This is an optimization exercise on Yosys and OpenROAD, whose aim is small area, a short achievable clock period and few clock cycles per item, not a production implementation.
In this exercise RTL edits were held to simulation tests only and were not proved equivalent to the original.
Power and IR drop assume default switching activity.

--- design.v ---
module dpram_fifo #(
  parameter int VECTOR_LENGTH = 512,
  parameter int WORD_WIDTH    = 8,
  parameter int ADDR_WIDTH    = $clog2(VECTOR_LENGTH),
  parameter int LEVEL_WIDTH   = $clog2(VECTOR_LENGTH + 3)
) (
  input  logic                   clk_i,
  input  logic                   rst_i,
  input  logic                   clear_i,
  input  logic [WORD_WIDTH-1:0]  in_data_i,
  input  logic                   in_valid_i,
  output logic                   in_ready_o,
  output logic [WORD_WIDTH-1:0]  out_data_o,
  output logic                   out_valid_o,
  input  logic                   out_ready_i,
  output logic [LEVEL_WIDTH-1:0] level_o
);
  localparam int NQ     = 3;    
  localparam int GSIZE  = 32;   
  localparam int NGRP   = VECTOR_LENGTH / GSIZE;
  localparam int LOBITS = $clog2(GSIZE);
  localparam int HIBITS = ADDR_WIDTH - LOBITS;
  logic                   flush_s;
  logic                   accept_s;
  logic                   pop_s;
  logic                   issue_s;
  logic [LEVEL_WIDTH-1:0] level_r;
  logic [LEVEL_WIDTH-1:0] level_inc_s;
  logic [LEVEL_WIDTH-1:0] level_dec_s;
  logic [LEVEL_WIDTH-1:0] level_s;
  logic                   full_r;
  logic                   not_full_r;    
  logic [WORD_WIDTH-1:0]  mem_r [VECTOR_LENGTH];
  logic [ADDR_WIDTH-1:0]  raddr_r;       
  logic [GSIZE-1:0]       rsel_r;        
  logic                   ram_empty_r;
  logic [1:0]             stage_cnt_r;   
  logic [WORD_WIDTH-1:0]  part_n_s [NGRP];   
  logic [WORD_WIDTH-1:0]  part_n_r [NGRP];
  logic [HIBITS-1:0]      hi_r;
  logic                   v1_r;
  logic [WORD_WIDTH-1:0]  land_s;
  logic [WORD_WIDTH-1:0]  q_r [NQ];
  logic [1:0]             qn_r;
  logic                   qv_r;          
  logic [1:0]             qn_pop_s;
  logic [1:0]             qn_s;
  logic [WORD_WIDTH-1:0]  q_s [NQ];
  assign flush_s    = rst_i || clear_i;
  dpram_fifo_and3nn u_in_ready (
    .a_i (not_full_r),
    .b_n_i (rst_i),
    .c_n_i (clear_i),
    .y_o (in_ready_o)
  );
  dpram_fifo_and4nnn u_accept (
    .a_i (in_valid_i),
    .b_n_i (full_r),
    .c_n_i (rst_i),
    .d_n_i (clear_i),
    .y_o (accept_s)
  );
  assign pop_s      = qv_r && out_ready_i && !flush_s;
  dpram_fifo_incdec #(.W(LEVEL_WIDTH)) u_level_incdec (
    .a_i   (level_r),
    .inc_o (level_inc_s),
    .dec_o (level_dec_s)
  );
  always_comb begin
    case ({accept_s, pop_s})
      2'b10:   level_s = level_inc_s;
      2'b01:   level_s = level_dec_s;
      default: level_s = level_r;
    endcase
  end
  always_ff @(posedge clk_i) begin
    if (flush_s) begin
      level_r    <= '0;
      full_r     <= 1'b0;
      not_full_r <= 1'b1;
    end else begin
      level_r    <= level_s;
      full_r     <= level_s[LEVEL_WIDTH-1];
      not_full_r <= !level_s[LEVEL_WIDTH-1];
    end
  end
  always_ff @(posedge clk_i) begin
    if (accept_s) begin
      mem_r[0] <= in_data_i;
      for (int i = 1; i < VECTOR_LENGTH; i++) begin
        mem_r[i] <= mem_r[i-1];
      end
    end
  end
  assign issue_s = !ram_empty_r && (stage_cnt_r != 2'(NQ));
  always_ff @(posedge clk_i) begin
    if (flush_s) begin
      raddr_r     <= '1;
      rsel_r      <= GSIZE'(1) << (GSIZE - 1);
      ram_empty_r <= 1'b1;
      stage_cnt_r <= '0;
    end else begin
      raddr_r     <= raddr_r + ADDR_WIDTH'(accept_s) - ADDR_WIDTH'(issue_s);
      if (accept_s && !issue_s) begin
        rsel_r <= {rsel_r[GSIZE-2:0], rsel_r[GSIZE-1]};
      end else if (!accept_s && issue_s) begin
        rsel_r <= {rsel_r[0], rsel_r[GSIZE-1:1]};
      end
      ram_empty_r <= accept_s ? 1'b0 : (ram_empty_r || (issue_s && raddr_r == '0));
      stage_cnt_r <= stage_cnt_r + 2'(issue_s) - 2'(pop_s);
    end
  end
  for (genvar g = 0; g < NGRP; g++) begin : g_grp
    for (genvar b = 0; b < WORD_WIDTH; b++) begin : g_bit
      logic [10:0] l1_s;
      logic [2:0]  l2_s;
      for (genvar t = 0; t < 10; t++) begin : g_l1
        dpram_fifo_aoi222 u_aoi (
          .a1_i (rsel_r[3*t]),   .a2_i (mem_r[g*GSIZE+3*t][b]),
          .b1_i (rsel_r[3*t+1]), .b2_i (mem_r[g*GSIZE+3*t+1][b]),
          .c1_i (rsel_r[3*t+2]), .c2_i (mem_r[g*GSIZE+3*t+2][b]),
          .y_o  (l1_s[t])
        );
      end
      dpram_fifo_aoi22 u_aoi_last (
        .a1_i (rsel_r[30]), .a2_i (mem_r[g*GSIZE+30][b]),
        .b1_i (rsel_r[31]), .b2_i (mem_r[g*GSIZE+31][b]),
        .y_o  (l1_s[10])
      );
      dpram_fifo_nand4 u_l2_a (.a_i(l1_s[0]), .b_i(l1_s[1]), .c_i(l1_s[2]), .d_i(l1_s[3]),
                               .y_o(l2_s[0]));
      dpram_fifo_nand4 u_l2_b (.a_i(l1_s[4]), .b_i(l1_s[5]), .c_i(l1_s[6]), .d_i(l1_s[7]),
                               .y_o(l2_s[1]));
      dpram_fifo_nand3 u_l2_c (.a_i(l1_s[8]), .b_i(l1_s[9]), .c_i(l1_s[10]), .y_o(l2_s[2]));
      dpram_fifo_nor3 u_l3 (.a_i(l2_s[0]), .b_i(l2_s[1]), .c_i(l2_s[2]), .y_o(part_n_s[g][b]));
    end
  end
  always_ff @(posedge clk_i) begin
    for (int g = 0; g < NGRP; g++) begin
      part_n_r[g] <= part_n_s[g];
    end
    hi_r <= raddr_r[ADDR_WIDTH-1:LOBITS];
    v1_r <= issue_s && !flush_s;
  end
  assign land_s   = ~part_n_r[hi_r];
  assign qn_pop_s = qn_r - 2'(pop_s);
  assign qn_s     = qn_pop_s + 2'(v1_r);
  for (genvar i = 0; i < NQ; i++) begin : g_q
    logic [1:0] sel_s;
    assign sel_s[1] = !(2'(i) < qn_pop_s);
    assign sel_s[0] = pop_s;
    dpram_fifo_qmux #(.W(WORD_WIDTH)) u_qmux (
      .sel_i  (sel_s),
      .hold_i (q_r[i]),
      .next_i (q_r[(i + 1) % NQ]),
      .land_i (land_s),
      .y_o    (q_s[i])
    );
  end
  always_ff @(posedge clk_i) begin
    for (int i = 0; i < NQ; i++) begin
      q_r[i] <= q_s[i];
    end
    if (flush_s) begin
      qn_r <= '0;
      qv_r <= 1'b0;
    end else begin
      qn_r <= qn_s;
      qv_r <= (qn_s != 2'd0);
    end
  end
  assign out_valid_o = qv_r;
  assign out_data_o  = q_r[0];
  assign level_o     = level_r;
endmodule
module dpram_fifo_incdec #(
  parameter int W = 10
) (
  input  logic [W-1:0] a_i,
  output logic [W-1:0] inc_o,
  output logic [W-1:0] dec_o
);
  assign inc_o = a_i + W'(1);
  assign dec_o = a_i - W'(1);
endmodule
module dpram_fifo_aoi222 (
  input  logic a1_i, a2_i, b1_i, b2_i, c1_i, c2_i,
  output logic y_o
);
  assign y_o = !((a1_i && a2_i) || (b1_i && b2_i) || (c1_i && c2_i));
endmodule
module dpram_fifo_aoi22 (
  input  logic a1_i, a2_i, b1_i, b2_i,
  output logic y_o
);
  assign y_o = !((a1_i && a2_i) || (b1_i && b2_i));
endmodule
module dpram_fifo_nand3 (
  input  logic a_i, b_i, c_i,
  output logic y_o
);
  assign y_o = !(a_i && b_i && c_i);
endmodule
module dpram_fifo_nand4 (
  input  logic a_i, b_i, c_i, d_i,
  output logic y_o
);
  assign y_o = !(a_i && b_i && c_i && d_i);
endmodule
module dpram_fifo_nor3 (
  input  logic a_i, b_i, c_i,
  output logic y_o
);
  assign y_o = !(a_i || b_i || c_i);
endmodule
module dpram_fifo_qmux #(
  parameter int W = 8
) (
  input  logic [1:0]   sel_i,
  input  logic [W-1:0] hold_i,
  input  logic [W-1:0] next_i,
  input  logic [W-1:0] land_i,
  output logic [W-1:0] y_o
);
  assign y_o = sel_i[1] ? land_i : (sel_i[0] ? next_i : hold_i);
endmodule
module dpram_fifo_and3nn (
  input  logic a_i, b_n_i, c_n_i,
  output logic y_o
);
  assign y_o = a_i && !b_n_i && !c_n_i;
endmodule
module dpram_fifo_and4nnn (
  input  logic a_i, b_n_i, c_n_i, d_n_i,
  output logic y_o
);
  assign y_o = a_i && !b_n_i && !c_n_i && !d_n_i;
endmodule
--- run.sh ---
#!/bin/bash
# synth_recipe.tcl (not shown) runs the flow's synth.tcl, then flattens the netlist and writes it again
# the make line also repeats each setting of config.mk as NAME=value (left out here)
make -C /OpenROAD-flow-scripts/flow DESIGN_CONFIG=/design/flow/config.mk WORK_HOME=/design/flow/orfs CLKGATE_MAP_FILE= SYNTH_SCRIPT=/design/flow/synth_recipe.tcl finish
--- config.mk ---
export PLATFORM = sky130hd
export DESIGN_NAME = dpram_fifo
export DESIGN_NICKNAME = dpram_fifo
export VERILOG_FILES = /design/flow/design.v
export SDC_FILE = /design/flow/constraint.sdc
export NUM_CORES = 4
export LEC_CHECK = 0
export CAP_MARGIN = 20
export CORE_MARGIN = 2
export CORE_UTILIZATION = 40
export CTS_CLUSTER_DIAMETER = 100
export CTS_CLUSTER_SIZE = 30
export SETUP_SLACK_MARGIN = 2.4
export SLEW_MARGIN = 20
export SYNTH_HIERARCHICAL = 1
export SYNTH_MINIMUM_KEEP_SIZE = 0
--- constraint.sdc ---
create_clock -name core_clock -period 4.5 [get_ports {clk_i}]
set_input_delay 0.9000 -clock core_clock [delete_from_list [all_inputs] [get_ports {clk_i}]]
set_output_delay 0.9000 -clock core_clock [all_outputs]
set_load 0.01 [all_outputs]
==> results.sh, run 1 <==
export IMPL_crit_arrival_ns=1.53
export IMPL_grtUsageTotal_pct=22.04
export IMPL_syn_to_final_growth_pct=18.18
export IMPL_layout_common_cells="edfxtp_1, a222oi_1, clkbuf_16"
export IMPL_grt_pass1_vias=79420
export IMPL_max_cap_violations=0
export IMPL_postSynthAreaPerCell_um2=21.79
export IMPL_vias=86330
export IMPL_hp_class="flip-flop to flip-flop"
export IMPL_setup_tns_ns=0
export IMPL_first_pass_iters=13
export IMPL_cts_num_sinks=4311
export IMPL_min_period_over_period_pct=54.10
export IMPL_p_int_mw=53.66
export IMPL_h_tree_depth=4
export IMPL_grt_start_max_net_pins=134
export IMPL_routed_wirelength_um=455800
export IMPL_max_stage_delay_ns=0.30
export IMPL_grt_overflow=0
export IMPL_p_leak_nw=55.31
export IMPL_place_ws_ns=0.7679
export IMPL_fp_dieW_um=614.8
export IMPL_place_congestion=0.8236
export IMPL_ys_seq_elements=4311
export IMPL_final_layout_size_suffix_gt1_share_pct=19.08
export IMPL_antenna_found_initial=23
export IMPL_max_freq_mhz=410.8
export IMPL_rsz0062_at_grt="yes"
export IMPL_endpoint_kind="primary output"
export IMPL_worst_slew_pin_slew_ns=0.8350
export IMPL_finalCriticalPeriod_ns=2.434
export IMPL_synth_edf_count=4096
export IMPL_finalNetCount=7907
export IMPL_worst_clock_skew_ns=0.05952
export IMPL_tritoncts="yes"
export IMPL_clkTransAtPathRegs_ns=0.11
export IMPL_synth_flop_cell="edfxtp_1"
export IMPL_core_area_um2=371900
export IMPL_cts_buffer_depth=4
export IMPL_switchingPower_mw=14.58
export IMPL_start_util_pct=40.12
export IMPL_comb_power_share_pct=4.8
export IMPL_clkPwrFrac_pct=28.5
export IMPL_layout_commonest_cell="edfxtp_1"
export IMPL_worstPathCellList="dlygate4sd2_1 > nor3b_2 > buf_2"
export IMPL_numCtsBuffers=168
export IMPL_ir_drop_v=0.0003562
export IMPL_cts_root_buf="clkbuf_16"
export IMPL_ys_seq_area_share_pct=85.31
export IMPL_viasPerCell=6.653
export IMPL_clk_latency_ns=0.96
export IMPL_synth_async_sr_flop_share_pct=0
export IMPL_grt_use_met3_pct=4.387
export IMPL_status="timing/DRC/antenna clean"
export IMPL_grtUsageMet2_pct=33.74
export IMPL_routedWlPerCell_um=35.13
export IMPL_grt_busiest_layer="met2"
export IMPL_netlist_area_um2=149200
export IMPL_start_kind="input pin"
export IMPL_placed_cell_area_um2=158300
export IMPL_holdBufCountCts=0
export IMPL_worst_slack_ns=2.066
export IMPL_final_hold_viol_count=0
export IMPL_die_height_um=614.8
export IMPL_drc=0
export IMPL_final_area_um2=176300
export IMPL_relSlewSlack_pct=44.34
export IMPL_worst_ep_required_time_ns=3.60
export IMPL_drtIter0Drc=18880
export IMPL_detail_route_antenna_nets=0
export IMPL_p_sw_share_pct=21.36
export IMPL_io_buffers=32
export IMPL_rows=224
export IMPL_critPathKind="input pin to primary output"
export IMPL_powerDensity_nw_per_um2=386.9
export IMPL_path_max_fanout=5
export IMPL_slew_viol_final=0
export IMPL_setup_viol=0
export IMPL_io_pins=33
export IMPL_die_area_um2=377900
export IMPL_slowest_stage="dlygate4sd2_1"
export IMPL_pwr_share_seq_pct=66.8
export IMPL_yosysWarnings=15
export IMPL_grt_pass1_wl_um=608200
export IMPL_synth_distinct_cells=72
export IMPL_synthesis_instances=6849
export IMPL_use_met1_pct=32.02
export IMPL_dp_hpwl_um=215300
synthesized netlist by cell type, types with 16 or more instances:
cell / number / share of area [%]
mux2i_1: 72 / 0.48
a21oi_1: 54 / 0.18
a222oi_1: 1280 / 8.6
edfxtp_1: 4096 / 82
ha_1: 19 / 0.16
nand2_1: 52 / 0.13
nor3_2: 128 / 0.86
dfxtp_1: 215 / 2.9
a22oi_2: 129 / 1.1
a22oi_1: 19 / 0.096
nand4_1: 257 / 1.1
nor2_1: 112 / 0.28
clkbuf_1: 16 / 0.040
o21ai_1: 26 / 0.087
inv_1: 27 / 0.068
nand3_1: 137 / 0.46
routing by layer:
| metal | vias to the layer above | wire [um] | part of all wire, % |
|---|---|---|---|
| li1 | 33640 | - | - |
| met1 | 45170 | 171300 | 38 |
| met2 | 6717 | 202800 | 44 |
| met3 | 789 | 64420 | 14 |
| met4 | 18 | 16960 | 3.7 |
| met5 | - | 303 | 0.066 |
worst max-delay path, delay by kind of cell:
kind / cells / cell delay [ns]
buffers and inverters: 2 / 0.45
AND/OR/NAND/NOR: 1 / 0.19
power groups by stage:
stage	logic, mW	clock network [mW]	registers [mW]
global route	3.33	20.9	45.7
global placement	1.69	0	46.5
floorplan	0.854	0	48.9
finish	3.24	19.4	45.6
detailed placement	1.73	0	46.5
CTS	2.47	19.7	45.5
repair_timing:
item | CTS | global route
gates resized for setup | 384 | 340
setup endpoints to repair | 3743 | 3541
pin swaps | 21 | 54
cloned | 62 | 251
buffers inserted | 171 | 162
modules after synthesis (local to each module, per instance), a selection:
| module | cells | cell area (um2) | copies in the design |
|---|---|---|---|
| dpram_fifo_nand3 | 1 | 5.005 | 128 |
| dpram_fifo_and4nnn | 1 | 15.01 | 1 |
| dpram_fifo | 4799 | 130400 | 1 |
| dpram_fifo_aoi22 | 1 | 12.51 | 128 |
| dpram_fifo_nand4 | 1 | 6.256 | 256 |
| dpram_fifo_nor3 | 1 | 10.01 | 128 |
| dpram_fifo_aoi222 | 1 | 10.01 | 1280 |
| dpram_fifo_and3nn | 1 | 12.51 | 1 |
flip-flops by register name (all words and copies together), names as in the netlist:
signal	flops
mem_r	4096
part_n_r	128
rsel_r	32
q_r	24
level_r	9
raddr_r	9
hi_r	4
qn_r	2
stage_cnt_r	2
full_r	1
not_full_r	1
qv_r	1
ram_empty_r	1
v1_r	1
kinds of logic (layout without fill, tap and decap cells):
logic type                 count (synthesis)  after routing  share of synthesized area (%)
muxes                                     83             83                         0.5685
other                                      0              4                              0
adders and majority gates                 20             20                         0.1727
DFF                                     4311           4311                          85.31
buffers and inverters                     78           1228                         0.2910
xor gates and xnor gates                  21             21                         0.1233
and+or+nand+nor                          754            754                          3.128
AOI/OAI and AO/OA                       1582           1582                          10.40
metrics by stage:
stage | total power [mW] | hold slack [ns] | utilization, % | cells
finish | 68.23 | 0.4300 | 47.41 | 12980
global route | 69.90 | 0.4473 | 47.41 | 12970
CTS | 67.74 | 0.4225 | 45.20 | 12560
detailed placement | 48.26 | 0.4313 | 42.56 | 12030
global placement | 48.17 | 0.4276 | 42.56 | 12030
floorplan | 49.77 | 0.3552 | - | 6849
worst paths after layout:
kind                                                start                 endpoint  slack [ns]  cells after the start
worst max-delay path                                rst_i               in_ready_o        2.07                      3
worst min-delay path              mem_r[348][5]$_DFFE_PP_  mem_r[349][5]$_DFFE_PP_        0.43                      0
worst max register to register  stage_cnt_r[0]$_SDFF_PP0_    raddr_r[8]$_SDFF_PP1_        2.14                     11
worst min register to register    mem_r[348][5]$_DFFE_PP_  mem_r[349][5]$_DFFE_PP_        0.43                      0
final cells by class:
| class | instances | area (um2) |
|---|---|---|
| clock inverter | 21 | 277.8 |
| clock buffer | 274 | 4644 |
| sequential | 4311 | 127500 |
| inverter | 27 | 105.1 |
| fill | 30070 | 195600 |
| multi-input combinational | 2460 | 22230 |
| tap | 4972 | 6221 |
| timing repair buffer | 906 | 15350 |
| antenna | 4 | 10.01 |
Testbench counts, summed over its fixed seeds: cycles 83,225, items 48,000.
==> inputs of run 2 (changes only) <==
--- a/design.v
+++ b/design.v
@@ -16,6 +16,7 @@
   output logic [LEVEL_WIDTH-1:0] level_o
 );
   localparam int NQ     = 3;    
+  localparam int DEPTH  = VECTOR_LENGTH - NQ;
   localparam int GSIZE  = 32;   
   localparam int NGRP   = VECTOR_LENGTH / GSIZE;
   localparam int LOBITS = $clog2(GSIZE);
@@ -30,9 +31,13 @@
   logic [LEVEL_WIDTH-1:0] level_s;
   logic                   full_r;
   logic                   not_full_r;    
-  logic [WORD_WIDTH-1:0]  mem_r [VECTOR_LENGTH];
+  logic [WORD_WIDTH-1:0]  in_data_r;     
+  logic                   in_we_r;
+  logic [WORD_WIDTH-1:0]  mem_r [DEPTH];
   logic [ADDR_WIDTH-1:0]  raddr_r;       
-  logic [GSIZE-1:0]       rsel_r;        
+  logic [7:0]             sel_a_r;       
+  logic [3:0]             sel_b_r;       
+  logic [GSIZE-1:0]       rsel_s;        
   logic                   ram_empty_r;
   logic [1:0]             stage_cnt_r;   
   logic [WORD_WIDTH-1:0]  part_n_s [NGRP];   
@@ -85,9 +90,13 @@
     end
   end
   always_ff @(posedge clk_i) begin
-    if (accept_s) begin
-      mem_r[0] <= in_data_i;
-      for (int i = 1; i < VECTOR_LENGTH; i++) begin
+    in_data_r <= in_data_i;
+    in_we_r   <= accept_s;
+  end
+  always_ff @(posedge clk_i) begin
+    if (in_we_r) begin
+      mem_r[0] <= in_data_r;
+      for (int i = 1; i < DEPTH; i++) begin
         mem_r[i] <= mem_r[i-1];
       end
     end
@@ -96,37 +105,66 @@
   always_ff @(posedge clk_i) begin
     if (flush_s) begin
       raddr_r     <= '1;
-      rsel_r      <= GSIZE'(1) << (GSIZE - 1);
+      sel_a_r     <= 8'h80;
+      sel_b_r     <= 4'h8;
       ram_empty_r <= 1'b1;
       stage_cnt_r <= '0;
     end else begin
-      raddr_r     <= raddr_r + ADDR_WIDTH'(accept_s) - ADDR_WIDTH'(issue_s);
-      if (accept_s && !issue_s) begin
-        rsel_r <= {rsel_r[GSIZE-2:0], rsel_r[GSIZE-1]};
-      end else if (!accept_s && issue_s) begin
-        rsel_r <= {rsel_r[0], rsel_r[GSIZE-1:1]};
-      end
-      ram_empty_r <= accept_s ? 1'b0 : (ram_empty_r || (issue_s && raddr_r == '0));
+      raddr_r     <= raddr_r + ADDR_WIDTH'(in_we_r) - ADDR_WIDTH'(issue_s);
+      if (in_we_r && !issue_s) begin
+        sel_a_r <= {sel_a_r[6:0], sel_a_r[7]};
+        if (sel_a_r[7]) begin
+          sel_b_r <= {sel_b_r[2:0], sel_b_r[3]};
+        end
+      end else if (!in_we_r && issue_s) begin
+        sel_a_r <= {sel_a_r[0], sel_a_r[7:1]};
+        if (sel_a_r[0]) begin
+          sel_b_r <= {sel_b_r[0], sel_b_r[3:1]};
+        end
+      end
+      ram_empty_r <= in_we_r ? 1'b0 : (ram_empty_r || (issue_s && raddr_r == '0));
       stage_cnt_r <= stage_cnt_r + 2'(issue_s) - 2'(pop_s);
+    end
+  end
+  always_comb begin
+    for (int k = 0; k < GSIZE; k++) begin
+      rsel_s[k] = sel_a_r[k % 8] && sel_b_r[k / 8];
     end
   end
   for (genvar g = 0; g < NGRP; g++) begin : g_grp
     for (genvar b = 0; b < WORD_WIDTH; b++) begin : g_bit
       logic [10:0] l1_s;
       logic [2:0]  l2_s;
+      logic [31:0] d_s;
+      for (genvar k = 0; k < 32; k++) begin : g_d
+        if (g*GSIZE+k < DEPTH) begin : g_word
+          assign d_s[k] = mem_r[g*GSIZE+k][b];
+        end else begin : g_none
+          assign d_s[k] = 1'b0;
+        end
+      end
       for (genvar t = 0; t < 10; t++) begin : g_l1
-        dpram_fifo_aoi222 u_aoi (
-          .a1_i (rsel_r[3*t]),   .a2_i (mem_r[g*GSIZE+3*t][b]),
-          .b1_i (rsel_r[3*t+1]), .b2_i (mem_r[g*GSIZE+3*t+1][b]),
-          .c1_i (rsel_r[3*t+2]), .c2_i (mem_r[g*GSIZE+3*t+2][b]),
-          .y_o  (l1_s[t])
+        if (g*GSIZE+3*t+2 < DEPTH) begin : g_full
+          dpram_fifo_aoi222 u_aoi (
+            .a1_i (rsel_s[3*t]),   .a2_i (d_s[3*t]),
+            .b1_i (rsel_s[3*t+1]), .b2_i (d_s[3*t+1]),
+            .c1_i (rsel_s[3*t+2]), .c2_i (d_s[3*t+2]),
+            .y_o  (l1_s[t])
+          );
+        end else begin : g_part
+          assign l1_s[t] = !((rsel_s[3*t] && d_s[3*t]) || (rsel_s[3*t+1] && d_s[3*t+1]) ||
+                             (rsel_s[3*t+2] && d_s[3*t+2]));
+        end
+      end
+      if (g*GSIZE+31 < DEPTH) begin : g_l1_full
+        dpram_fifo_aoi22 u_aoi_last (
+          .a1_i (rsel_s[30]), .a2_i (d_s[30]),
+          .b1_i (rsel_s[31]), .b2_i (d_s[31]),
+          .y_o  (l1_s[10])
         );
-      end
-      dpram_fifo_aoi22 u_aoi_last (
-        .a1_i (rsel_r[30]), .a2_i (mem_r[g*GSIZE+30][b]),
-        .b1_i (rsel_r[31]), .b2_i (mem_r[g*GSIZE+31][b]),
-        .y_o  (l1_s[10])
-      );
+      end else begin : g_l1_part
+        assign l1_s[10] = !((rsel_s[30] && d_s[30]) || (rsel_s[31] && d_s[31]));
+      end
       dpram_fifo_nand4 u_l2_a (.a_i(l1_s[0]), .b_i(l1_s[1]), .c_i(l1_s[2]), .d_i(l1_s[3]),
                                .y_o(l2_s[0]));
       dpram_fifo_nand4 u_l2_b (.a_i(l1_s[4]), .b_i(l1_s[5]), .c_i(l1_s[6]), .d_i(l1_s[7]),
@@ -189,29 +227,11 @@
 );
   assign y_o = !((a1_i && a2_i) || (b1_i && b2_i) || (c1_i && c2_i));
 endmodule
-module dpram_fifo_aoi22 (
-  input  logic a1_i, a2_i, b1_i, b2_i,
-  output logic y_o
-);
-  assign y_o = !((a1_i && a2_i) || (b1_i && b2_i));
-endmodule
-module dpram_fifo_nand3 (
-  input  logic a_i, b_i, c_i,
-  output logic y_o
-);
-  assign y_o = !(a_i && b_i && c_i);
-endmodule
 module dpram_fifo_nand4 (
   input  logic a_i, b_i, c_i, d_i,
   output logic y_o
 );
   assign y_o = !(a_i && b_i && c_i && d_i);
-endmodule
-module dpram_fifo_nor3 (
-  input  logic a_i, b_i, c_i,
-  output logic y_o
-);
-  assign y_o = !(a_i || b_i || c_i);
 endmodule
 module dpram_fifo_qmux #(
   parameter int W = 8
@@ -236,3 +256,21 @@
 );
   assign y_o = a_i && !b_n_i && !c_n_i && !d_n_i;
 endmodule
+module dpram_fifo_aoi22 (
+  input  logic a1_i, a2_i, b1_i, b2_i,
+  output logic y_o
+);
+  assign y_o = !((a1_i && a2_i) || (b1_i && b2_i));
+endmodule
+module dpram_fifo_nand3 (
+  input  logic a_i, b_i, c_i,
+  output logic y_o
+);
+  assign y_o = !(a_i && b_i && c_i);
+endmodule
+module dpram_fifo_nor3 (
+  input  logic a_i, b_i, c_i,
+  output logic y_o
+);
+  assign y_o = !(a_i || b_i || c_i);
+endmodule
--- a/config.mk
+++ b/config.mk
@@ -7,10 +7,10 @@
 export LEC_CHECK = 0
 export CAP_MARGIN = 20
 export CORE_MARGIN = 2
-export CORE_UTILIZATION = 40
-export CTS_CLUSTER_DIAMETER = 100
-export CTS_CLUSTER_SIZE = 30
-export SETUP_SLACK_MARGIN = 2.4
+export CORE_UTILIZATION = 50
+export CTS_CLUSTER_DIAMETER = 80
+export CTS_CLUSTER_SIZE = 24
+export SETUP_SLACK_MARGIN = 2.2
 export SLEW_MARGIN = 20
 export SYNTH_HIERARCHICAL = 1
 export SYNTH_MINIMUM_KEEP_SIZE = 0
==> results.sh, run 2 <==
export IMPL_final_hold_viol_count=0
export IMPL_crit_arrival_ns=1.53
export IMPL_routed_wirelength_um=412200
export IMPL_vias=81080
export IMPL_yosysWarnings=15
export IMPL_die_area_um2=300000
export IMPL_drtIter0Drc=17800
export IMPL_io_buffers=32
export IMPL_synth_flop_cell="edfxtp_1"
export IMPL_detail_route_antenna_nets=0
export IMPL_max_freq_mhz=411.0
export IMPL_layout_commonest_cell="edfxtp_1"
export IMPL_synthAdderAreaFrac_pct=0.1744
export IMPL_synthMuxAreaShare_pct=0.4156
export IMPL_cp_endpoint="in_ready_o"
export IMPL_grt_overflow=0
export IMPL_synthXorXnorAreaFrac_pct=0.1244
export IMPL_powerDensity_nw_per_um2=418.2
export IMPL_die_height_um=547.7
export IMPL_io_pins=33
export IMPL_synth_largest_area_cell="edfxtp_1"
export IMPL_placed_cell_area_um2=155600
export IMPL_final_area_um2=163800
export IMPL_largestRegisters="mem_r (4072), part_n_r (128), q_r (24)"
export IMPL_tritoncts="yes"
export IMPL_p_leak_nw=50.72
export IMPL_worst_clock_skew_ns=0.06485
export IMPL_synth_simple_gate_area_share_pct=3.166
export IMPL_synth_async_sr_flop_share_pct=0
export IMPL_ys_seq_area_share_pct=85.48
export IMPL_rr_startpoint="sel_a_r[3]$_SDFFE_PP0P_"
export IMPL_synth_distinct_cells=71
export IMPL_relSlewSlack_pct=24.47
export IMPL_postSynthAreaPerCell_um2=21.91
export IMPL_r2r_end="part_n_r[3][3]$_DFF_P_"
export IMPL_min_period_over_period_pct=54.08
export IMPL_synth_compound_area_share_pct=10.37
export IMPL_setup_tns_ns=0
export IMPL_clk_latency_ns=0.95
export IMPL_synthesis_instances=6747
export IMPL_ir_drop_v=0.0003494
export IMPL_routedWlPerCell_um=36.08
export IMPL_grt_pass1_vias=76600
export IMPL_start_kind="flip-flop"
export IMPL_path_max_fanout=1
export IMPL_ys_seq_elements=4276
export IMPL_first_pass_iters=10
export IMPL_viasPerCell=7.097
export IMPL_rsz0062_at_grt="yes"
export IMPL_top_register="mem_r"
export IMPL_r2r_setup_slack_ns=2.17
export IMPL_synth_edf_count=4072
export IMPL_layout_common_cells="edfxtp_1, a222oi_1, nand4_1"
export IMPL_synthTopCellsByCount="edfxtp_1, a222oi_1, nand4_1, dfxtp_1, nand3_1"
export IMPL_numCtsBuffers=204
export IMPL_finalCriticalPeriod_ns=2.433
export IMPL_place_congestion=0.8134
export IMPL_cts_num_sinks=4276
export IMPL_critPathKind="flip-flop to primary output"
export IMPL_holdBufCountCts=0
export IMPL_slew_viol_final=0
export IMPL_crit_start="not_full_r$_SDFF_PP1_"
export IMPL_grtUsageTotal_pct=26.70
export IMPL_finalNetCount=7365
export IMPL_cts_root_buf="clkbuf_16"
export IMPL_cts_buffer_depth=4
export IMPL_synth_top_family_by_area="compound AO/OA/AOI/OAI gates"
export IMPL_start_util_pct=50.27
export IMPL_final_layout_size_suffix_gt1_share_pct=13.55
export IMPL_rows=199
export IMPL_worst_ep_required_time_ns=3.60
export IMPL_h_tree_depth=4
export IMPL_drc=0
export IMPL_netlist_area_um2=147800
export IMPL_grt_pass1_wl_um=579800
export IMPL_hp_class="flip-flop to flip-flop"
export IMPL_dp_hpwl_um=207200
export IMPL_worstHoldStart="raddr_r[6]$_SDFF_PP1_"
export IMPL_setup_viol=0
export IMPL_core_area_um2=294100
export IMPL_max_cap_violations=0
export IMPL_worst_slew_pin_slew_ns=1.133
export IMPL_endpoint_kind="primary output"
export IMPL_synth_top_area_share_pct=82.72
export IMPL_fp_dieW_um=547.7
export IMPL_yosys_cell_count_top_type="edfxtp_1"
export IMPL_clkTransAtPathRegs_ns=0.10
export IMPL_syn_to_final_growth_pct=10.83
export IMPL_antenna_found_initial=11
export IMPL_status="timing/DRC/antenna clean"
export IMPL_largest_register_ffs=4072
export IMPL_grt_start_max_net_pins=168
export IMPL_reg2reg_depth=6
export IMPL_synth_area_top_cells="edfxtp_1, a222oi_1, dfxtp_1"
[run 2: what timing repair did]
| item | in CTS | in global routing |
|---|---|---|
| setup endpoints to repair | 2597 | 73 |
| buffers inserted | 130 | 15 |
| hold endpoints to repair | 0 | 0 |
| gates cloned | 30 | 0 |
| resized for setup | 230 | 23 |
| pin swaps | 38 | 17 |
[run 2: area by class of cell]
type / count / area, um2
Antenna cell: 7 / 17.52
Clock buffer: 352 / 5787
Clock inverter: 20 / 249.0
Fill cell: 21920 / 130200
Inverter: 28 / 108.9
Multi-Input combinational cell: 2434 / 21710
Sequential cell: 4276 / 126500
Tap cell: 3919 / 4903
Timing Repair Buffer: 388 / 4588
[run 2: worst min-delay path by stage]
stage / to / slack, ns / cells past startpoint
floorplan: hi_r[0]$_DFF_P_ / 0.36 / 0
global placement: hi_r[1]$_DFF_P_ / 0.37 / 0
detailed placement: hi_r[1]$_DFF_P_ / 0.36 / 0
CTS: in_data_r[0]$_DFF_P_ / 0.33 / 1
global route: in_data_r[0]$_DFF_P_ / 0.35 / 1
finish: hi_r[1]$_DFF_P_ / 0.39 / 0
[run 2: per-module statistics from Yosys, one instance, submodules excluded, excerpt]
module,cells inside,times used,flip-flops and latches
dpram_fifo_nor3,1,128,0
dpram_fifo_and4nnn,1,1,0
dpram_fifo_and3nn,1,1,0
dpram_fifo_aoi22,1,120,0
dpram_fifo_nand4,1,256,0
dpram_fifo_aoi222,1,1272,0
dpram_fifo_nand3,1,128,0
dpram_fifo,4713,1,4276
[run 2: critical path, cell delays in order (launching register included)]
cell and delay (ns):
dfxtp_1 0.31, nor3b_2 0.14, buf_2 0.15
[run 2: routing by layer]
metal	share of wire [%]	global-route usage (%)	wire length (um)
met1	39	39.88	159900
met5	0.0032	0	13
met2	45	40.35	186400
met3	13	5.350	53140
met4	3.1	7.141	12710
[run 2: through the flow]
| step | util, % | std cells | setup slack, ns | power [mW] | hold WS, ns |
|---|---|---|---|---|---|
| final | 55.72 | 11420 | 2.067 | 68.52 | 0.3876 |
| after global routing | 55.71 | 11420 | 2.039 | 70.43 | 0.3539 |
| after CTS | 55.63 | 11400 | 2.009 | 68.86 | 0.3269 |
| after detailed placement | 52.90 | 10870 | 0.8712 | 47.89 | 0.3616 |
| after global placement | 52.88 | 10870 | 0.8335 | 47.83 | 0.3746 |
| after floorplan | - | 6754 | -26.88 | 48.32 | 0.3552 |
[run 2: cells by family after synthesis]
group           count (synthesis)
flops                        4276
compound gates               1556
simple gates                  741
buf+inv                        73
mux                            59
xor+xnor                       21
fa+ha+maj                      20
other cells                     1
[run 2: power by group]
group          switching, mW  total (mW)  internal, mW
sequential             0.731        45.2          44.5
combinational           1.37        2.03         0.664
clock                   12.3        21.2          8.96
Testbench counts of run 2, summed over its fixed seeds: cycles 83,234, items 48,000.
==> inputs of run 3 (changes only) <==
--- a/design.v
+++ b/design.v
@@ -40,8 +40,8 @@
   logic [GSIZE-1:0]       rsel_s;        
   logic                   ram_empty_r;
   logic [1:0]             stage_cnt_r;   
-  logic [WORD_WIDTH-1:0]  part_n_s [NGRP];   
-  logic [WORD_WIDTH-1:0]  part_n_r [NGRP];
+  logic [WORD_WIDTH-1:0]  part_s [NGRP];   
+  logic [WORD_WIDTH-1:0]  part_r [NGRP];
   logic [HIBITS-1:0]      hi_r;
   logic                   v1_r;
   logic [WORD_WIDTH-1:0]  land_s;
@@ -170,17 +170,17 @@
       dpram_fifo_nand4 u_l2_b (.a_i(l1_s[4]), .b_i(l1_s[5]), .c_i(l1_s[6]), .d_i(l1_s[7]),
                                .y_o(l2_s[1]));
       dpram_fifo_nand3 u_l2_c (.a_i(l1_s[8]), .b_i(l1_s[9]), .c_i(l1_s[10]), .y_o(l2_s[2]));
-      dpram_fifo_nor3 u_l3 (.a_i(l2_s[0]), .b_i(l2_s[1]), .c_i(l2_s[2]), .y_o(part_n_s[g][b]));
+      dpram_fifo_or3 u_l3 (.a_i(l2_s[0]), .b_i(l2_s[1]), .c_i(l2_s[2]), .y_o(part_s[g][b]));
     end
   end
   always_ff @(posedge clk_i) begin
     for (int g = 0; g < NGRP; g++) begin
-      part_n_r[g] <= part_n_s[g];
+      part_r[g] <= part_s[g];
     end
     hi_r <= raddr_r[ADDR_WIDTH-1:LOBITS];
     v1_r <= issue_s && !flush_s;
   end
-  assign land_s   = ~part_n_r[hi_r];
+  assign land_s   = part_r[hi_r];
   assign qn_pop_s = qn_r - 2'(pop_s);
   assign qn_s     = qn_pop_s + 2'(v1_r);
   for (genvar i = 0; i < NQ; i++) begin : g_q
@@ -268,9 +268,9 @@
 );
   assign y_o = !(a_i && b_i && c_i);
 endmodule
-module dpram_fifo_nor3 (
+module dpram_fifo_or3 (
   input  logic a_i, b_i, c_i,
   output logic y_o
 );
-  assign y_o = !(a_i || b_i || c_i);
-endmodule
+  assign y_o = a_i || b_i || c_i;
+endmodule
--- a/config.mk
+++ b/config.mk
@@ -14,3 +14,4 @@
 export SLEW_MARGIN = 20
 export SYNTH_HIERARCHICAL = 1
 export SYNTH_MINIMUM_KEEP_SIZE = 0
+export TNS_END_PERCENT = 0
==> results.sh, run 3 <==
export IMPL_grt_busiest_layer="met1"
export IMPL_place_congestion=0.8337
export IMPL_synth_distinct_cells=71
export IMPL_dp_hpwl_um=200200
export IMPL_ys_seq_elements=4276
export IMPL_seq_area_um2=126500
export IMPL_final_hold_viol_count=0
export IMPL_setup_viol=0
export IMPL_netlist_area_um2=147400
export IMPL_status="timing/DRC/antenna clean"
export IMPL_crit_start="hi_r[1]$_DFF_P_"
export IMPL_viasPerCell=7.148
export IMPL_grtUsageMet2_pct=37.61
export IMPL_critPathKind="flip-flop to flip-flop"
export IMPL_final_layout_size_suffix_gt1_share_pct=10.35
export IMPL_cts_root_buf="clkbuf_16"
export IMPL_worst_slew_pin_slew_ns=1.311
export IMPL_use_met1_pct=38.36
export IMPL_worst_slack_ns=1.953
export IMPL_synth_flop_cell="edfxtp_1"
export IMPL_numCtsBuffers=205
export IMPL_grt_start_max_net_pins=215
export IMPL_grtUsageTotal_pct=25.08
export IMPL_die_height_um=546.9
export IMPL_min_period_over_period_pct=56.60
export IMPL_max_cap_violations=0
export IMPL_detail_route_antenna_nets=0
export IMPL_clkTransAtPathRegs_ns=0.10
export IMPL_io_pins=33
export IMPL_top_register="mem_r"
export IMPL_multi_input_area_um2=21030
export IMPL_max_stage_delay_ns=0.79
export IMPL_grt_overflow=0
export IMPL_p_leak_nw=50.07
export IMPL_start_kind="flip-flop"
export IMPL_yosysWarnings=15
export IMPL_path_delay_family="compound AO/OA/AOI/OAI gates"
export IMPL_rsz0062_at_grt="yes"
export IMPL_synth_async_sr_flop_share_pct=0
export IMPL_largest_register_ffs=4072
export IMPL_cp_endpoint="q_r[1][1]$_DFF_P_"
export IMPL_h_tree_depth=4
export IMPL_tritoncts="yes"
export IMPL_fp_dieW_um=546.9
export IMPL_path_max_fanout=26
export IMPL_fill_cells=21970
export IMPL_drc=0
export IMPL_worst_clock_skew_ns=0.04919
export IMPL_start_util_pct=50.21
export IMPL_layout_common_cells="edfxtp_1, a222oi_1, nand4_1"
export IMPL_postSynthAreaPerCell_um2=21.84
export IMPL_vias=81130
export IMPL_setup_tns_ns=0
export IMPL_r2r_end="q_r[1][1]$_DFF_P_"
export IMPL_synth_top_area_share_pct=82.96
export IMPL_first_pass_iters=13
export IMPL_layout_commonest_cell="edfxtp_1"
export IMPL_yosys_cell_count_top_type="edfxtp_1"
export IMPL_finalNetCount=7271
export IMPL_synth_largest_area_cell="edfxtp_1"
export IMPL_worstPathCellList="nand2_1 > nor2_1 > a221oi_1 > a21boi_0 > o22a_1 > nand2_1 > o21ai_1"
export IMPL_clk_latency_ns=0.94
export IMPL_path_buf_inv=0
export IMPL_syn_to_final_growth_pct=10.21
export IMPL_synth_area_top_cells="edfxtp_1, a222oi_1, dfxtp_1"
export IMPL_hp_class="input pin to flip-flop"
export IMPL_endpoint_kind="flip-flop"
export IMPL_slowest_stage="dfxtp_4"
export IMPL_largestRegisters="mem_r (4072), part_r (128), q_r (24)"
export IMPL_ys_seq_area_share_pct=85.74
export IMPL_powerDensity_nw_per_um2=421.3
export IMPL_reg2reg_depth=7
export IMPL_synthesis_instances=6748
export IMPL_grt_use_met3_pct=4.765
export IMPL_crit_arrival_ns=3.39
export IMPL_cts_buffer_depth=4
export IMPL_grt_pass1_wl_um=551500
export IMPL_path_depth=7
export IMPL_rr_startpoint="hi_r[1]$_DFF_P_"
export IMPL_core_area_um2=293600
export IMPL_synthTopCellsByCount="edfxtp_1, a222oi_1, nand4_1, dfxtp_1, nand3_1"
export IMPL_worst_ep_required_time_ns=5.34
export IMPL_synth_edf_count=4072
export IMPL_r2r_setup_slack_ns=1.95
export IMPL_antenna_found_initial=26
export IMPL_place_ws_ns=0.6811
export IMPL_grt_pass1_vias=75140
export IMPL_relSlewSlack_pct=12.57
export IMPL_slew_viol_final=0
export IMPL_cts_num_sinks=4276
export IMPL_routedWlPerCell_um=36.48
export IMPL_holdBufCountCts=0
export IMPL_max_freq_mhz=392.6
export IMPL_die_area_um2=299100
export IMPL_ir_drop_v=0.0004767
export IMPL_finalCriticalPeriod_ns=2.547
export IMPL_routed_wirelength_um=414000
export IMPL_drtIter0Drc=18540
export IMPL_rows=199
export IMPL_io_buffers=32
export IMPL_crit_top_cell="nand2_1"
-- run 3: cell types whose count changed after synthesis, sizes merged, moves of 4 or more --
cell,delta
a22o,-4
and3,-5
o22ai,-5
buf,+4
nor2b,-8
or3,+128
o21ai,-8
nand3b,+4
nor3,-127
a21oi,+12
nand2,+4
-- run 3: worst register-to-register path: stages (launching register included) --
cell and delay, ns:
dfxtp_4 0.79, nand2_1 0.21, nor2_1 0.30, a221oi_1 0.19, a21boi_0 0.54, o22a_1 0.29
nand2_1 0.06, o21ai_1 0.10
-- run 3: final cells by class --
class	instances	area share, %
timing repair buffer	294	2.327
clock buffer	343	3.529
multi-input combinational	2433	12.95
sequential	4276	77.85
antenna	30	0.04622
clock inverter	26	0.2118
inverter	28	0.06470
tap	3919	3.019
-- run 3: worst min-delay path by stage --
stage / from / to / slack, ns / cells after the start
after detailed placement: raddr_r[6]$_SDFF_PP1_ / hi_r[1]$_DFF_P_ / 0.36 / 0
after global routing: clear_i / in_we_r$_DFF_P_ / 0.28 / 2
after floorplan: raddr_r[5]$_SDFF_PP1_ / hi_r[0]$_DFF_P_ / 0.36 / 0
after global placement: raddr_r[6]$_SDFF_PP1_ / hi_r[1]$_DFF_P_ / 0.35 / 0
after CTS: in_data_i[7] / in_data_r[7]$_DFF_P_ / 0.36 / 1
final: clear_i / in_we_r$_DFF_P_ / 0.28 / 2
-- run 3: cell families after synthesis --
| kind of cell | synth area share, % |
|---|---|
| flip-flops | 85.74 |
| XOR/XNOR | 0.1248 |
| buffers and inverters | 0.2835 |
| AND/OR/NAND/NOR | 2.846 |
| adder cells (fa/ha/maj) | 0.1749 |
| multiplexers | 0.4542 |
| AO/OA/AOI/OAI | 10.38 |
| other | 0.002544 |
-- run 3: report_power, final --
group | internal [mW] | switching [mW]
sequential | 44.5 | 0.735
clock | 9.05 | 12.3
combinational | 0.537 | 1.31
-- run 3: repair_timing --
item,4_1_cts,5_1_grt
endpoints found under the setup margin,2818,2564
gates resized for setup,46,107
pin swaps,0,39
gates cloned,0,35
setup buffers,4,85
-- run 3: per-stage QoR --
stage	cells	cell area (um2)	hold WS [ns]	total power [mW]	utilization, %
2_1_floorplan	6755	147400	0.3552	48.28	-
3_3_place_gp	10820	154700	0.3549	47.75	52.69
3_5_place_dp	10820	154700	0.3584	47.83	52.69
4_1_cts	11200	160900	0.3561	68.72	54.79
5_1_grt	11320	162400	0.2819	70.30	55.31
6_report	11350	162400	0.2835	68.44	55.33
-- run 3: routing by layer --
layer,vias up,share of wire (%)
li1,32150,-
met1,42470,38
met2,5895,45
met3,593,14
met4,18,2.7
met5,-,0.027
-- run 3: Yosys stat by module, one instance, submodules excluded, excerpt --
module	times used	cells	cell area, um2
dpram_fifo	1	4714	129200
dpram_fifo_and3nn	1	1	12.51
dpram_fifo_and4nnn	1	1	15.01
dpram_fifo_aoi22	120	1	12.51
dpram_fifo_aoi222	1272	1	10.01
dpram_fifo_nand3	128	1	5.005
dpram_fifo_nand4	256	1	6.256
dpram_fifo_or3	128	1	6.256
Testbench counts of run 3, summed over its fixed seeds: cycles 83,234, items 48,000.
==> inputs of run 4 (changes only) <==
--- a/config.mk
+++ b/config.mk
@@ -7,7 +7,7 @@
 export LEC_CHECK = 0
 export CAP_MARGIN = 20
 export CORE_MARGIN = 2
-export CORE_UTILIZATION = 50
+export CORE_UTILIZATION = 62
 export CTS_CLUSTER_DIAMETER = 80
 export CTS_CLUSTER_SIZE = 24
 export SETUP_SLACK_MARGIN = 2.2
==> results.sh, run 4 <==
export IMPL_slew_viol_final=0
export IMPL_postSynthAreaPerCell_um2=21.84
export IMPL_antenna_found_initial=6
export IMPL_critPathKind="flip-flop to flip-flop"
export IMPL_path_max_fanout=39
export IMPL_largest_register_ffs=4072
export IMPL_final_layout_size_suffix_gt1_share_pct=8.422
export IMPL_die_area_um2=241600
export IMPL_relSlewSlack_pct=26.35
export IMPL_start_util_pct=62.49
export IMPL_synth_top_area_share_pct=82.96
export IMPL_cts_buffer_depth=3
export IMPL_worst_clock_skew_ns=0.02295
export IMPL_final_hold_viol_count=0
export IMPL_report_power_total_mw=67.49
export IMPL_synth_edf_count=4072
export IMPL_cp_endpoint="part_r[10][7]$_DFF_P_"
export IMPL_core_area_um2=235900
export IMPL_seq_area_um2=126400
export IMPL_setup_viol=0
export IMPL_dp_hpwl_um=204000
export IMPL_finalCriticalPeriod_ns=2.745
export IMPL_die_height_um=491.6
export IMPL_max_freq_mhz=364.3
export IMPL_first_pass_iters=13
export IMPL_powerDensity_nw_per_um2=422.4
export IMPL_routed_wirelength_um=377800
export IMPL_place_congestion=0.8326
export IMPL_numCtsBuffers=197
export IMPL_top_register="mem_r"
export IMPL_synthTopCellsByCount="edfxtp_1, a222oi_1, nand4_1, dfxtp_1, nand3_1"
export IMPL_hp_class="flip-flop to flip-flop"
export IMPL_fill_cells=14980
export IMPL_worst_slew_pin_slew_ns=1.105
export IMPL_detail_route_antenna_nets=0
export IMPL_grt_pass1_wl_um=539700
export IMPL_synth_distinct_cells=71
export IMPL_synthesis_instances=6748
export IMPL_viasPerCell=7.596
export IMPL_ir_drop_v=0.0004106
export IMPL_drc=0
export IMPL_start_kind="flip-flop"
export IMPL_grt_start_max_net_pins=217
export IMPL_holdBufCountCts=0
export IMPL_syn_to_final_growth_pct=8.409
export IMPL_io_pins=33
export IMPL_synth_area_top_cells="edfxtp_1, a222oi_1, dfxtp_1"
export IMPL_netlist_area_um2=147400
export IMPL_ys_seq_area_share_pct=85.74
export IMPL_p_leak_nw=49.33
export IMPL_worst_ep_required_time_ns=5.31
export IMPL_io_buffers=32
export IMPL_h_tree_depth=4
export IMPL_crit_arrival_ns=3.55
export IMPL_grtUsageTotal_pct=30.61
export IMPL_synth_flop_cell="edfxtp_1"
export IMPL_rr_startpoint="sel_b_r[3]$_SDFFE_PP1P_"
export IMPL_crit_start="sel_b_r[3]$_SDFFE_PP1P_"
export IMPL_largestRegisters="mem_r (4072), part_r (128), q_r (24)"
export IMPL_cts_root_buf="clkbuf_16"
export IMPL_routedWlPerCell_um=36.14
export IMPL_r2r_setup_slack_ns=1.75
export IMPL_tritoncts="yes"
export IMPL_drtIter0Drc=18570
export IMPL_grt_pass1_vias=74890
export IMPL_yosys_cell_count_top_type="edfxtp_1"
export IMPL_multi_input_area_um2=20740
export IMPL_grt_overflow=0
export IMPL_rows=178
export IMPL_layout_common_cells="edfxtp_1, a222oi_1, nand4_1"
export IMPL_clk_latency_ns=0.88
export IMPL_fp_dieW_um=491.6
export IMPL_yosysWarnings=15
export IMPL_min_period_over_period_pct=61.01
export IMPL_reg2reg_depth=5
export IMPL_cts_num_sinks=4276
export IMPL_synth_largest_area_cell="edfxtp_1"
export IMPL_vias=79420
export IMPL_status="timing/DRC/antenna clean"
export IMPL_setup_tns_ns=0
export IMPL_synth_async_sr_flop_share_pct=0
export IMPL_finalNetCount=7173
export IMPL_rsz0062_at_grt="yes"
export IMPL_max_cap_violations=0
export IMPL_clkTransAtPathRegs_ns=0.10
export IMPL_endpoint_kind="flip-flop"
export IMPL_r2r_end="part_r[10][7]$_DFF_P_"
export IMPL_layout_commonest_cell="edfxtp_1"
export IMPL_ys_seq_elements=4276
run 4: cell types whose count changed in the layout (fill, tap and decap cells not counted), moves of 12 or more:
cell,before,now
and2_2,28,0
diode_2,30,3
buf_12,95,75
dlygate4sd2_1,3,22
buf_6,14,0
dfxtp_1,173,187
clkbuf_1,134,147
clkbuf_2,12,0
run 4: metrics by stage:
step	hold WS (ns)	std cells	utilization (%)	cell area, um2	setup WS (ns)
floorplan	0.3552	6755	-	147400	-27.02
CTS	0.3850	10450	67.72	159700	1.829
global placement	0.3693	10080	65.21	153800	0.6160
global route	0.3920	10450	67.74	159800	1.780
detailed placement	0.3705	10080	65.23	153900	0.9198
finish	0.3808	10460	67.74	159800	1.755
run 4: worst min path at each step:
stage,start,end,cells after the start
after global placement,raddr_r[6]$_SDFF_PP1_,hi_r[1]$_DFF_P_,0
after CTS,raddr_r[6]$_SDFF_PP1_,hi_r[1]$_DFF_P_,0
after detailed placement,raddr_r[5]$_SDFF_PP1_,hi_r[0]$_DFF_P_,0
final,raddr_r[6]$_SDFF_PP1_,hi_r[1]$_DFF_P_,0
after floorplan,raddr_r[5]$_SDFF_PP1_,hi_r[0]$_DFF_P_,0
after global routing,raddr_r[6]$_SDFF_PP1_,hi_r[1]$_DFF_P_,0
run 4: critical path: stages, from the launching register on:
cell and delay, ns:
dfxtp_1 0.56, and2_4 0.83, buf_4 0.72, a222oi_1 0.24, nand3_1 0.16, or3_1 0.12
run 4: Yosys stat by module (local to each module, per instance), excerpt:
module | flops+latches | cells | cell area (um2) | times used
dpram_fifo | 4276 | 4714 | 129200 | 1
dpram_fifo_and4nnn | 0 | 1 | 15.01 | 1
dpram_fifo_and3nn | 0 | 1 | 12.51 | 1
dpram_fifo_aoi22 | 0 | 1 | 12.51 | 120
dpram_fifo_aoi222 | 0 | 1 | 10.01 | 1272
dpram_fifo_nand4 | 0 | 1 | 6.256 | 256
dpram_fifo_or3 | 0 | 1 | 6.256 | 128
dpram_fifo_nand3 | 0 | 1 | 5.005 | 128
run 4: where the power goes:
part | switching [mW] | leakage, nW | internal, mW
clock | 11.8 | 2.74 | 8.65
combinational | 1.30 | 7.48 | 0.499
sequential | 0.706 | 39.1 | 44.5
total | 13.8 | 49.3 | 53.7
run 4: layout make-up:
class	count	share of cell area [%]
flip-flops and latches	4276	79.12
repair buffers	234	1.757
diodes	3	0.004699
multi-input cells	2403	12.98
well taps	3150	2.467
inverters	28	0.06578
clock inverters	8	0.04072
clock buffers	353	3.565
run 4: kinds of logic (layout without fill, tap and decap cells):
group / after synthesis / in the layout / share of synthesized area, %
muxes: 60 / 60 / 0.4542
other: 1 / 11 / 0.002544
DFF: 4276 / 4276 / 85.74
and+or+nand+nor: 740 / 740 / 2.846
adders and majority gates: 20 / 20 / 0.1749
AOI/OAI and AO/OA: 1554 / 1554 / 10.38
xor gates and xnor gates: 21 / 21 / 0.1248
buffers and inverters: 76 / 623 / 0.2835
run 4: repair_timing:
action,CTS,global route
hold endpoints to repair,0,0
cloned,0,0
resized for setup,49,3
pin swaps,1,0
endpoints found under the setup margin,2342,2652
setup buffers,8,1
run 4: per-layer routing:
layer / vias up / global-route usage, % / wire length (um) / part of all wire, %
met1: 41400 / 48.44 / 148600 / 39
met4: 2 / 7.029 / 9240 / 2.4
met3: 509 / 5.526 / 49460 / 13
met2: 5627 / 45.14 / 170500 / 45
met5: - / 0 / 20 / 0.0053
li1: 31880 / - / - / -
==> inputs of run 5 (changes only) <==
--- a/config.mk
+++ b/config.mk
@@ -7,11 +7,10 @@
 export LEC_CHECK = 0
 export CAP_MARGIN = 20
 export CORE_MARGIN = 2
-export CORE_UTILIZATION = 62
+export CORE_UTILIZATION = 50
 export CTS_CLUSTER_DIAMETER = 80
 export CTS_CLUSTER_SIZE = 24
 export SETUP_SLACK_MARGIN = 2.2
 export SLEW_MARGIN = 20
 export SYNTH_HIERARCHICAL = 1
 export SYNTH_MINIMUM_KEEP_SIZE = 0
-export TNS_END_PERCENT = 0
==> results.sh, run 5 <==
export IMPL_synth_top_area_share_pct=82.96
export IMPL_fill_cells=21830
export IMPL_slew_viol_final=0
export IMPL_p_leak_nw=50.81
export IMPL_ys_seq_elements=4276
export IMPL_grt_pass1_wl_um=577600
export IMPL_layout_commonest_cell="edfxtp_1"
export IMPL_crit_arrival_ns=1.50
export IMPL_synth_flop_cell="edfxtp_1"
export IMPL_yosys_cell_count_top_type="edfxtp_1"
export IMPL_final_layout_size_suffix_gt1_share_pct=12.33
export IMPL_max_freq_mhz=415.9
export IMPL_grt_pass1_vias=76710
export IMPL_crit_start="not_full_r$_SDFF_PP1_"
export IMPL_rows=199
export IMPL_synth_distinct_cells=71
export IMPL_holdBufCountCts=0
export IMPL_seq_area_um2=126500
export IMPL_setup_viol=0
export IMPL_min_period_over_period_pct=53.43
export IMPL_powerDensity_nw_per_um2=418.2
export IMPL_detail_route_antenna_nets=0
export IMPL_netlist_area_um2=147400
export IMPL_cts_root_buf="clkbuf_16"
export IMPL_status="timing/DRC/antenna clean"
export IMPL_rr_startpoint="sel_b_r[1]$_SDFFE_PP0P_"
export IMPL_endpoint_kind="primary output"
export IMPL_relSlewSlack_pct=26.59
export IMPL_worst_ep_required_time_ns=3.60
export IMPL_fp_dieW_um=546.9
export IMPL_drtIter0Drc=18670
export IMPL_antenna_found_initial=14
export IMPL_grtUsageTotal_pct=26.62
export IMPL_postSynthAreaPerCell_um2=21.84
export IMPL_final_hold_viol_count=0
export IMPL_largest_register_ffs=4072
export IMPL_yosysWarnings=15
export IMPL_die_area_um2=299100
export IMPL_place_congestion=0.8236
export IMPL_clk_latency_ns=0.93
export IMPL_first_pass_iters=14
export IMPL_max_cap_violations=0
export IMPL_cp_endpoint="in_ready_o"
export IMPL_largestRegisters="mem_r (4072), part_r (128), q_r (24)"
export IMPL_numCtsBuffers=205
export IMPL_dp_hpwl_um=203400
export IMPL_clkTransAtPathRegs_ns=0.08
export IMPL_io_buffers=32
export IMPL_hp_class="input pin to flip-flop"
export IMPL_report_power_total_mw=68.51
export IMPL_worst_slew_pin_slew_ns=1.101
export IMPL_path_max_fanout=1
export IMPL_finalNetCount=7391
export IMPL_viasPerCell=7.136
export IMPL_rsz0062_at_grt="yes"
export IMPL_ir_drop_v=0.0003838
export IMPL_finalCriticalPeriod_ns=2.404
export IMPL_grt_start_max_net_pins=187
export IMPL_start_kind="flip-flop"
export IMPL_core_area_um2=293600
export IMPL_ys_seq_area_share_pct=85.74
export IMPL_cts_num_sinks=4276
export IMPL_r2r_end="part_r[11][5]$_DFF_P_"
export IMPL_cts_buffer_depth=4
export IMPL_routed_wirelength_um=416600
export IMPL_top_register="mem_r"
export IMPL_die_height_um=546.9
export IMPL_start_util_pct=50.21
export IMPL_layout_common_cells="edfxtp_1, a222oi_1, nand4_1"
export IMPL_r2r_setup_slack_ns=2.14
export IMPL_synthesis_instances=6748
export IMPL_synth_area_top_cells="edfxtp_1, a222oi_1, dfxtp_1"
export IMPL_synth_largest_area_cell="edfxtp_1"
export IMPL_multi_input_area_um2=21210
export IMPL_synth_edf_count=4072
export IMPL_critPathKind="flip-flop to primary output"
export IMPL_h_tree_depth=4
export IMPL_synthTopCellsByCount="edfxtp_1, a222oi_1, nand4_1, dfxtp_1, nand3_1"
export IMPL_vias=81660
export IMPL_setup_tns_ns=0
export IMPL_drc=0
export IMPL_routedWlPerCell_um=36.41
export IMPL_grt_overflow=0
export IMPL_reg2reg_depth=6
export IMPL_io_pins=33
export IMPL_tritoncts="yes"
export IMPL_worst_clock_skew_ns=0.05260
export IMPL_synth_async_sr_flop_share_pct=0
export IMPL_syn_to_final_growth_pct=11.16
[run 5: worst max-delay path, stage by stage (launching register included)]
cell and delay (ns):
dfxtp_1 0.32, nor3b_2 0.14, buf_2 0.15
[run 5: modules after synthesis, one instance, submodules excluded, a selection]
module / cell area (um2) / copies in the design / flip-flops and latches / cells
dpram_fifo: 129200 / 1 / 4276 / 4714
dpram_fifo_and3nn: 12.51 / 1 / 0 / 1
dpram_fifo_and4nnn: 15.01 / 1 / 0 / 1
dpram_fifo_aoi22: 12.51 / 120 / 0 / 1
dpram_fifo_aoi222: 10.01 / 1272 / 0 / 1
dpram_fifo_nand4: 6.256 / 256 / 0 / 1
dpram_fifo_or3: 6.256 / 128 / 0 / 1
[run 5: how the worst min path moves through the flow]
stage	from	endpoint	slack (ns)	cells after the start
floorplan	raddr_r[5]$_SDFF_PP1_	hi_r[0]$_DFF_P_	0.36	0
global placement	raddr_r[6]$_SDFF_PP1_	hi_r[1]$_DFF_P_	0.36	0
detailed placement	raddr_r[6]$_SDFF_PP1_	hi_r[1]$_DFF_P_	0.36	0
CTS	in_data_i[2]	in_data_r[2]$_DFF_P_	0.34	1
global route	rst_i	in_we_r$_DFF_P_	0.27	2
finish	rst_i	in_we_r$_DFF_P_	0.26	2
[run 5: final cells by class]
type,count,share of cell area [%]
inverter,28,0.06644
multi-input combinational,2436,12.95
clock inverter,27,0.1833
sequential,4276,77.21
clock buffer,338,3.487
timing repair buffer,411,3.099
antenna,8,0.01222
tap,3919,2.993
[run 5: routing by layer]
layer	global-route usage, %	wire length [um]	vias to the layer above
li1	-	-	32380
met1	40.05	160100	42820
met2	39.63	186700	5837
met3	5.291	56100	615
met4	7.886	13710	4
met5	0	21	-
[run 5: cell families after synthesis]
group	count (synthesis)	synth area share [%]
compound gates	1554	10.38
buf+inv	76	0.2835
mux	60	0.4542
flops	4276	85.74
simple gates	740	2.846
other cells	1	0.002544
fa+ha+maj	20	0.1749
xor+xnor	21	0.1248
[run 5: stage by stage]
| step | worst slack (ns) | util [%] | hold slack (ns) | instance area [um2] | std cells |
|---|---|---|---|---|---|
| after detailed placement | 0.6127 | 52.78 | 0.3648 | 154900 | 10840 |
| after global placement | 0.5971 | 52.78 | 0.3595 | 154900 | 10840 |
| final | 2.096 | 55.81 | 0.2581 | 163800 | 11440 |
| after floorplan | -26.88 | - | 0.3552 | 147500 | 6755 |
| after global routing | 2.060 | 55.80 | 0.2670 | 163800 | 11440 |
| after CTS | 2.035 | 55.58 | 0.3404 | 163200 | 11400 |
[run 5: report_power, final]
part	internal (mW)	switching [mW]	total, mW
combinational	0.657	1.37	2.03
sequential	44.5	0.724	45.2
clock	8.96	12.3	21.2
total	54.1	14.4	68.5
[run 5: what timing repair did]
item,in CTS,in global routing
buffers inserted,153,31
pin swaps,20,49
cloned,34,7
endpoints found under the hold margin,0,0
gates resized for setup,214,49
endpoints found under the setup margin,2912,104
==> inputs of run 6 (changes only) <==
==> flow/run.sh (new file) <==
#!/bin/bash
# Layout flow: the standard ORFS flow, with two changes:
#  - ports are buffered with buf_4 instead of the default (a delay-cell
#    buffer), so hold fixing inserts its own delay cells and the
#    rst_i/clear_i -> in_ready_o path stays fast;
#  - clock tree synthesis is run without dummy loads.
# Each tool's full output goes to its own log in the run folder (ORFS also
# keeps its per-step logs under orfs/logs/).
set -euo pipefail
export BUFFER_PORTS_ARGS="-buffer_cell sky130_fd_sc_hd__buf_4"
export CTS_ARGS="-sink_clustering_enable -repair_clock_nets -dont_use_dummy_load -sink_clustering_size 24 -sink_clustering_max_diameter 80"
bash standard.sh synth > flow_synth.log 2>&1
bash standard.sh finish > flow_layout.log 2>&1
==> standard.sh (new file) <==
#!/bin/bash
# synth_recipe.tcl (not shown) runs the flow's synth.tcl, then flattens the netlist and writes it again
# the make line also repeats each setting of config.mk as NAME=value (left out here)
make -C /OpenROAD-flow-scripts/flow DESIGN_CONFIG=/design/flow/config.mk WORK_HOME=/design/flow/orfs CLKGATE_MAP_FILE= SYNTH_SCRIPT=/design/flow/synth_recipe.tcl "${@:-finish}"
removed: run.sh
==> results.sh, run 6 <==
export IMPL_viasPerCell=7.203
export IMPL_die_area_um2=299100
export IMPL_synth_flop_cell="edfxtp_1"
export IMPL_drtIter0Drc=19370
export IMPL_slowest_stage="a222oi_1"
export IMPL_critPathKind="flip-flop to flip-flop"
export IMPL_routed_wirelength_um=419500
export IMPL_path_max_fanout=67
export IMPL_drc=0
export IMPL_worstPathCellList="buf_4 > and2_4 > buf_12 > a222oi_1 > nand4_1 > or3_1"
export IMPL_status="timing/DRC/antenna clean"
export IMPL_slew_viol_final=0
export IMPL_worst_slew_pin_slew_ns=1.126
export IMPL_grt_overflow=0
export IMPL_start_kind="flip-flop"
export IMPL_io_pins=33
export IMPL_synth_simple_gate_area_share_pct=2.846
export IMPL_synth_largest_area_cell="edfxtp_1"
export IMPL_synth_top_area_share_pct=82.96
export IMPL_yosys_cell_count_top_type="edfxtp_1"
export IMPL_synth_compound_area_share_pct=10.38
export IMPL_top_register="mem_r"
export IMPL_fp_dieW_um=546.9
export IMPL_synthMuxAreaShare_pct=0.4542
export IMPL_synth_area_top_cells="edfxtp_1, a222oi_1, dfxtp_1"
export IMPL_cts_buffer_depth=4
export IMPL_postSynthAreaPerCell_um2=21.84
export IMPL_vias=81270
export IMPL_cts_root_buf="clkbuf_16"
export IMPL_p_leak_nw=50.50
export IMPL_clk_latency_ns=0.90
export IMPL_final_area_um2=163000
export IMPL_h_tree_depth=4
export IMPL_first_pass_iters=13
export IMPL_final_util_pct=55.53
export IMPL_detail_route_antenna_nets=0
export IMPL_powerDensity_nw_per_um2=412.8
export IMPL_io_buffers=32
export IMPL_path_delay_family="simple AND/OR/NAND/NOR gates"
export IMPL_setup_tns_ns=0
export IMPL_numCtsBuffers=205
export IMPL_synth_distinct_cells=71
export IMPL_hp_class="input pin to flip-flop"
export IMPL_path_buf_inv=2
export IMPL_ir_drop_v=0.0003210
export IMPL_place_congestion=0.8177
export IMPL_die_height_um=546.9
export IMPL_grt_pass1_wl_um=583800
export IMPL_max_stage_delay_ns=0.54
export IMPL_synthAdderAreaFrac_pct=0.1749
export IMPL_grtUsageTotal_pct=27.07
export IMPL_worst_clock_skew_ns=0.09649
export IMPL_synthesis_instances=6748
export IMPL_rows=199
export IMPL_synthTopCellsByCount="edfxtp_1, a222oi_1, nand4_1, dfxtp_1, nand3_1"
export IMPL_cts_num_sinks=4276
export IMPL_worst_ep_required_time_ns=5.30
export IMPL_placed_cell_area_um2=155100
export IMPL_grt_pass1_vias=76780
export IMPL_relSlewSlack_pct=24.95
export IMPL_routedWlPerCell_um=37.18
export IMPL_finalCriticalPeriod_ns=2.408
export IMPL_ys_seq_elements=4276
export IMPL_synth_top_family_by_area="compound AO/OA/AOI/OAI gates"
export IMPL_grt_start_max_net_pins=196
export IMPL_endpoint_kind="flip-flop"
export IMPL_antenna_found_initial=24
export IMPL_fill_cells=21740
export IMPL_dp_hpwl_um=212600
export IMPL_synth_edf_count=4072
export IMPL_max_freq_mhz=415.3
## run 6: final cells by class
cell class / count / area [um2] / share of cell area (%)
repair buffers: 412 / 5144 / 3.155
multi-input cells: 2435 / 21230 / 13.02
flip-flops and latches: 4276 / 126500 / 77.59
well taps: 3919 / 4903 / 3.008
diodes: 8 / 20.02 / 0.01228
clock buffers: 205 / 5130 / 3.147
inverters: 28 / 105.1 / 0.06448
## run 6: logic make-up (layout without fill, tap and decap cells)
logic type / Yosys count / count (layout)
other: 1 / 16
DFF: 4276 / 4276
xor gates and xnor gates: 21 / 21
adders and majority gates: 20 / 20
AOI/OAI and AO/OA: 1554 / 1554
buffers and inverters: 76 / 645
muxes: 60 / 60
and+or+nand+nor: 740 / 772
## run 6: layer usage
metal | track usage [%] | routed length (um) | up-vias
li1 | - | - | 32210
met1 | 40.50 | 160600 | 42590
met2 | 40.32 | 187300 | 5892
met3 | 6.137 | 59270 | 571
met4 | 7.159 | 12220 | 14
met5 | 0 | 88 | -
## run 6: repair_timing
item | 4_1_cts | 5_1_grt
cloned | 36 | 2
pin swaps | 55 | 52
hold endpoints to repair | 0 | 0
endpoints found under the setup margin | 2689 | 138
resized for setup | 127 | 32
buffers inserted | 151 | 19
## run 6: per-module statistics from Yosys (local to each module, per instance), excerpt
module	flops+latches	cells inside
dpram_fifo_nand4	0	1
dpram_fifo_or3	0	1
dpram_fifo	4276	4714
dpram_fifo_aoi22	0	1
dpram_fifo_aoi222	0	1
dpram_fifo_and4nnn	0	1
dpram_fifo_nand3	0	1
dpram_fifo_and3nn	0	1
## run 6: through the flow
| stage | worst slack, ns | std cells | hold slack, ns |
|---|---|---|---|
| 2_1_floorplan | -26.88 | 6755 | 0.3552 |
| 5_1_grt | 2.073 | 11280 | 0.05846 |
| 3_3_place_gp | 0.5275 | 10860 | 0.3673 |
| 6_report | 2.092 | 11280 | 0.08705 |
| 4_1_cts | 2.065 | 11250 | 0.02472 |
| 3_5_place_dp | 1.005 | 10860 | 0.3669 |
## run 6: power breakdown
| part | switching, mW | internal, mW | total (mW) |
|---|---|---|---|
| sequential | 0.699 | 44.5 | 45.2 |
| combinational | 1.47 | 0.709 | 2.18 |
| clock | 11.8 | 8.14 | 19.9 |
| total | 13.9 | 53.4 | 67.3 |
## run 6: worst register-to-register path: stages, from the launching register on
cell and delay (ns):
dfxtp_4 0.40, buf_4 0.16, and2_4 0.18, buf_12 0.19
a222oi_1 0.83, nand4_1 0.18, or3_1 0.37
## run 6: path summary, 6_finish.rpt
check	startpoint	endpoint	slack [ns]	cells past startpoint
max	sel_b_r[0]$_SDFFE_PP0P_	part_r[2][5]$_DFF_P_	2.09	6
min	in_data_i[3]	in_data_r[3]$_DFF_P_	0.09	1
max reg2reg	sel_b_r[0]$_SDFFE_PP0P_	part_r[2][5]$_DFF_P_	2.09	6
min reg2reg	mem_r[270][5]$_DFFE_PP_	mem_r[271][5]$_DFFE_PP_	0.36	0

Setup slack of run 6, layout unchanged: 2.092 ns with ideal ports, 2.052 ns with driving cells assumed (clock clkbuf_16, inputs buf_2), 1.445 ns with port delays also shifted by the 0.968 ns mid clock arrival.
